What follows belongs to an exercise in optimizing a design on an open flow for small area, a short achievable clock period and few clock cycles per item; a production flow would make more cautious choices.
The RTL was checked by simulation tests, not by an equivalence proof against the original design.

==> 04-08 <==
==> flow/design.v (excerpt) <==
module pid_filtered_derivative_deadband_top
(
    input  logic                     i_clk,
    input  logic                     i_rst_n,
    input  logic                     i_cfg_we,
    input  logic [CFG_ADDR_W-1:0]    i_cfg_addr,
    input  logic [CFG_DATA_W-1:0]    i_cfg_wdata,
    input  logic                     s_axis_tvalid,
    output logic                     s_axis_tready,
    input  logic [2*DATA_WIDTH-1:0]  s_axis_tdata,    
    input  logic                     s_axis_tuser,    
    output logic                     m_axis_tvalid,
    input  logic                     m_axis_tready,
    output logic [DATA_WIDTH-1:0]    m_axis_tdata,    
    output logic                     m_axis_tuser     
);
clock: 10.0 ns
lec_check: 0
cap_margin: 20
core_margin: 2
core_utilization: 55
place_density: 0.68
setup_slack_margin: 4.1
slew_margin: 20
synth_hierarchical: 1
run.sh (not shown) runs the stock make flow with config.mk's settings and CLKGATE_MAP_FILE= SYNTH_SCRIPT=/design/flow/synth_recipe.tcl, a recipe that flattens the netlist after the stock synthesis.
==> 06-23 (differences from 04-08) <==
--- a/flow/design.v
+++ b/flow/design.v
@@ -46,14 +46,14 @@
     logic                       r_coef0;
     logic [1:0]                 r_kd_hi;             
     logic [GAIN_W:0]            coefc_w;
     logic [GAIN_W+1:0]          coefc_x;
     logic [LIM_W-1:0]           r_out_lim, r_int_lim, r_deadband;
-    logic                       adv, adv_in, hold;
+    logic                       adv, adv_in, hold, stall_c;
     logic                       r_va, r_vb, r_vl, r_vc, r_vo;
     logic                       r_clr_a, r_clr_b, r_clr_l, r_clr_c;
-    logic                       r_db_l, r_db_c, r_big_b, r_fz;
+    logic                       r_db_l, r_db_c, r_big_b, r_big_l, r_big_c, r_fz;
     logic signed [ERR_W-1:0]    err_in, r_err, r_err_b, r_err_l;
     logic signed [DIFF_W-1:0]   r_diff;
     logic signed [RAW_W-1:0]    r_raw_b, r_rl, raw_a, raw_eff;
     logic signed [IE_W-1:0]     r_ie_b;
     logic signed [INTEG_W-1:0]  r_integ;
@@ -4671,11 +4671,12 @@
     assign ts_vs[32] = ts_s864;
     assign ts_vc[32] = ts_c863;
     assign ts_vs[33] = ts_s865;
     assign ts_vc[33] = ts_c864;
     assign m_axis_tvalid = r_vo;
-    assign adv           = !r_vo || m_axis_tready;
+    assign stall_c       = r_vc && r_big_c;
+    assign adv           = (!r_vo || m_axis_tready) && !stall_c;
     assign hold          = r_vb && r_big_b;
     assign adv_in        = adv && !hold;
     assign s_axis_tready = adv_in;
     assign coefc_w = 17'h10000 - {1'b0, i_cfg_wdata};
     assign coefc_x = (i_cfg_addr == CFG_FILTER) ? {2'b00, coefc_w[GAIN_W-1:0], 1'b0}
@@ -4811,10 +4812,11 @@
     end
     always_ff @(posedge i_clk) begin
         if (adv) begin
             r_err_l <= r_err_b;
             r_clr_l <= r_clr_b;
+            r_big_l <= r_vb && r_big_b;
             r_db_l  <= (aerr_b < {{(ERR_W-LIM_W){1'b0}}, r_deadband});
         end
     end
     logic signed [DLT_W-1:0]  fu;
     logic                     f_ovf, upd_l;
@@ -4844,11 +4846,11 @@
         end else if (adv) begin
             r_fz <= 1'b0;
         end
     end
     always_ff @(posedge i_clk) begin
-        if (adv) begin
+        if (adv || stall_c) begin
             r_rl <= raw_eff;
             r_dl <= upd_l ? dl_next : dl_slow;
         end
     end
     always_ff @(posedge i_clk) begin
@@ -4863,19 +4865,20 @@
             r_psum_c <= ~(tp_vs + tp_vc);
             r_db_c   <= r_db_l;
             r_clr_c  <= r_clr_l;
         end
     end
+    always_ff @(posedge i_clk) begin
+        if (adv) begin
+            r_big_c <= r_big_l;
+        end else if (stall_c) begin
+            r_big_c <= 1'b0;
+        end
+    end
     logic signed [SUM_W-1:0]           sum;
     always_comb begin
-        if (!f_ovf) begin
-            sum = ~(ts_vs + ts_vc);
-        end else if (fu[DLT_W-1]) begin
-            sum = r_psum_c - SUM_W'(35'sh080000000);
-        end else begin
-            sum = r_psum_c + SUM_W'(35'sh07FFFFFFF);
-        end
+        sum = ~(ts_vs + ts_vc);
     end
     always_ff @(posedge i_clk) begin
         if (!i_rst_n) begin
             r_vo <= 1'b0;
         end else if (adv) begin
Settings changed: SETUP_SLACK_MARGIN 4.1 to 3.5.
==> 04-26 (differences from 04-08) <==
Settings changed: SETUP_SLACK_MARGIN 4.1 to 3.8.
==> summary.md <==
| Metric | Value |
|---|---|
| Met1 usage | 45.2% |
| DP Area | 69200 um^2 |
| Top delay family on crit path | adder cells |
| CLK BUF | 72 |
| Setup Fix Bufs, Post-CTS | 187 |
| Mapped Area | 67100 um^2 |
| Outcome | complete, no violations |
| PostCTS Resize Cnt | 405 |
| CP Data Arrival Time | 6.84 ns |
| Post-DP HPWL | 155000 um |
| R2r startpoint | r_dl[14] |
| Inverters, non-clock | 842 |
-- figures above: 04-08

==> summary.md <==
| Metric | Value |
|---|---|
| Outcome | complete, no violations |
| CLK BUF | 65 |
| Met1 usage | 44.1% |
| CP Data Arrival Time | 5.06 ns |
| Post-DP HPWL | 153000 um |
| Setup Fix Bufs, Post-CTS | 132 |
| R2r startpoint | r_dl[16] |
| PostCTS Resize Cnt | 152 |
| DP Area | 68400 um^2 |
| Inverters, non-clock | 831 |
-- figures above: 06-23

==> summary.md <==
| Metric | Value |
|---|---|
| Outcome | complete, no violations |
| R2r startpoint | r_dl[14] |
| CP Data Arrival Time | 7.05 ns |
| Inverters, non-clock | 842 |
| Mapped Area | 67100 um^2 |
| Setup Fix Bufs, Post-CTS | 153 |
| Met1 usage | 45.3% |
| Top delay family on crit path | adder cells |
-- figures above: 04-26

Testbench counts of 04-08, summed over its fixed seeds: cycles 1,640, items 1,600.
Testbench counts of 06-23, summed over its fixed seeds: cycles 1,640, items 1,600.
Testbench counts of 04-26, summed over its fixed seeds: cycles 1,640, items 1,600.

* * *

==> v1: inputs <==
pid_filtered_derivative_deadband_top, a different RTL version from the one above (not shown whole).
clock: 10.0 ns
lec_check: 0
cap_margin: 20
core_margin: 2
core_utilization: 55
place_density: 0.68
setup_slack_margin: 3.8
slew_margin: 20
synth_hierarchical: 1
==> v10 (differences from v1) <==
--- a/flow/config.mk
+++ b/flow/config.mk
@@ -11,3 +11,3 @@
 export PLACE_DENSITY = 0.68
-export SETUP_SLACK_MARGIN = 3.8
+export SETUP_SLACK_MARGIN = 4.1
 export SLEW_MARGIN = 20
==> comparison <==
v10 passed the timing, design-rule and antenna checks. v1 completed with no timing, DRC or antenna violations. Of v1 and v10, v10 has the higher final cell count (gap about 0.5%, measured against v10). Of v10 and v1, v10 has the higher utilization (gap 0.98 points). Between v1 and v10, the lower final area is in v1 (gap 1.6%, measured against v10). Of v1 and v10, v10 has the higher hold slack (gap 0.0026 ns). In sequential cell count, v1 and v10 do not differ. Between v1 and v10, the lower register-to-register slack is in v1 (gap 0.05 ns). Against v1, the via count of v10 is higher by about 0.33%. In synthesized cell count, v10 and v1 do not differ.
Testbench counts of v1, summed over its fixed seeds: cycles 1,640, items 1,600.
Testbench counts of v10, summed over its fixed seeds: cycles 1,640, items 1,600.

-- port drivers added, routing unchanged --
Ports are ideal in the flow. The routed layouts listed here were re-timed in OpenROAD.
Step 1 (the two cells are an assumption about what drives the block):
set clk [get_ports {i_clk}]
set_driving_cell -lib_cell sky130_fd_sc_hd__clkbuf_16 $clk
set_driving_cell -lib_cell sky130_fd_sc_hd__buf_2 [delete_from_list [all_inputs] $clk]
Step 2 moves the port delays by t, midway between the first and last clock arrival at a register: inputs arrive t later, outputs are due t later. That takes back most of the time a late clock gives input paths.
Slacks: ideal / step 1 / step 2; pairs: ideal / step 1.
run | t, ns | setup slack, ns | worst hold slack (ns) | worst register clock-pin slew, ns | worst data-port slew with drivers (ns)
04-08 | 0.740 | 3.549 / 3.549 / 3.414 | 0.425 / 0.425 / 0.425 | 0.07 / 0.07 | 0.17
06-23 | 0.728 | 2.944 / 2.877 / 3.344 | 0.421 / 0.421 / 0.421 | 0.07 / 0.07 | 0.16
04-26 | 0.762 | 3.366 / 3.366 / 3.366 | 0.389 / 0.389 / 0.389 | 0.07 / 0.07 | 0.19
v1 | 0.742 | 3.539 / 3.468 / 3.451 | 0.434 / 0.434 / 0.434 | 0.07 / 0.07 | 0.13
v10 | 0.724 | 3.552 / 3.482 / 3.705 | 0.436 / 0.436 / 0.436 | 0.07 / 0.07 | 0.15
After both steps every run listed still meets setup and hold. The setup slack of 04-08, which loses most, moves by 0.000 ns with the drivers and by -0.135 ns with both steps.
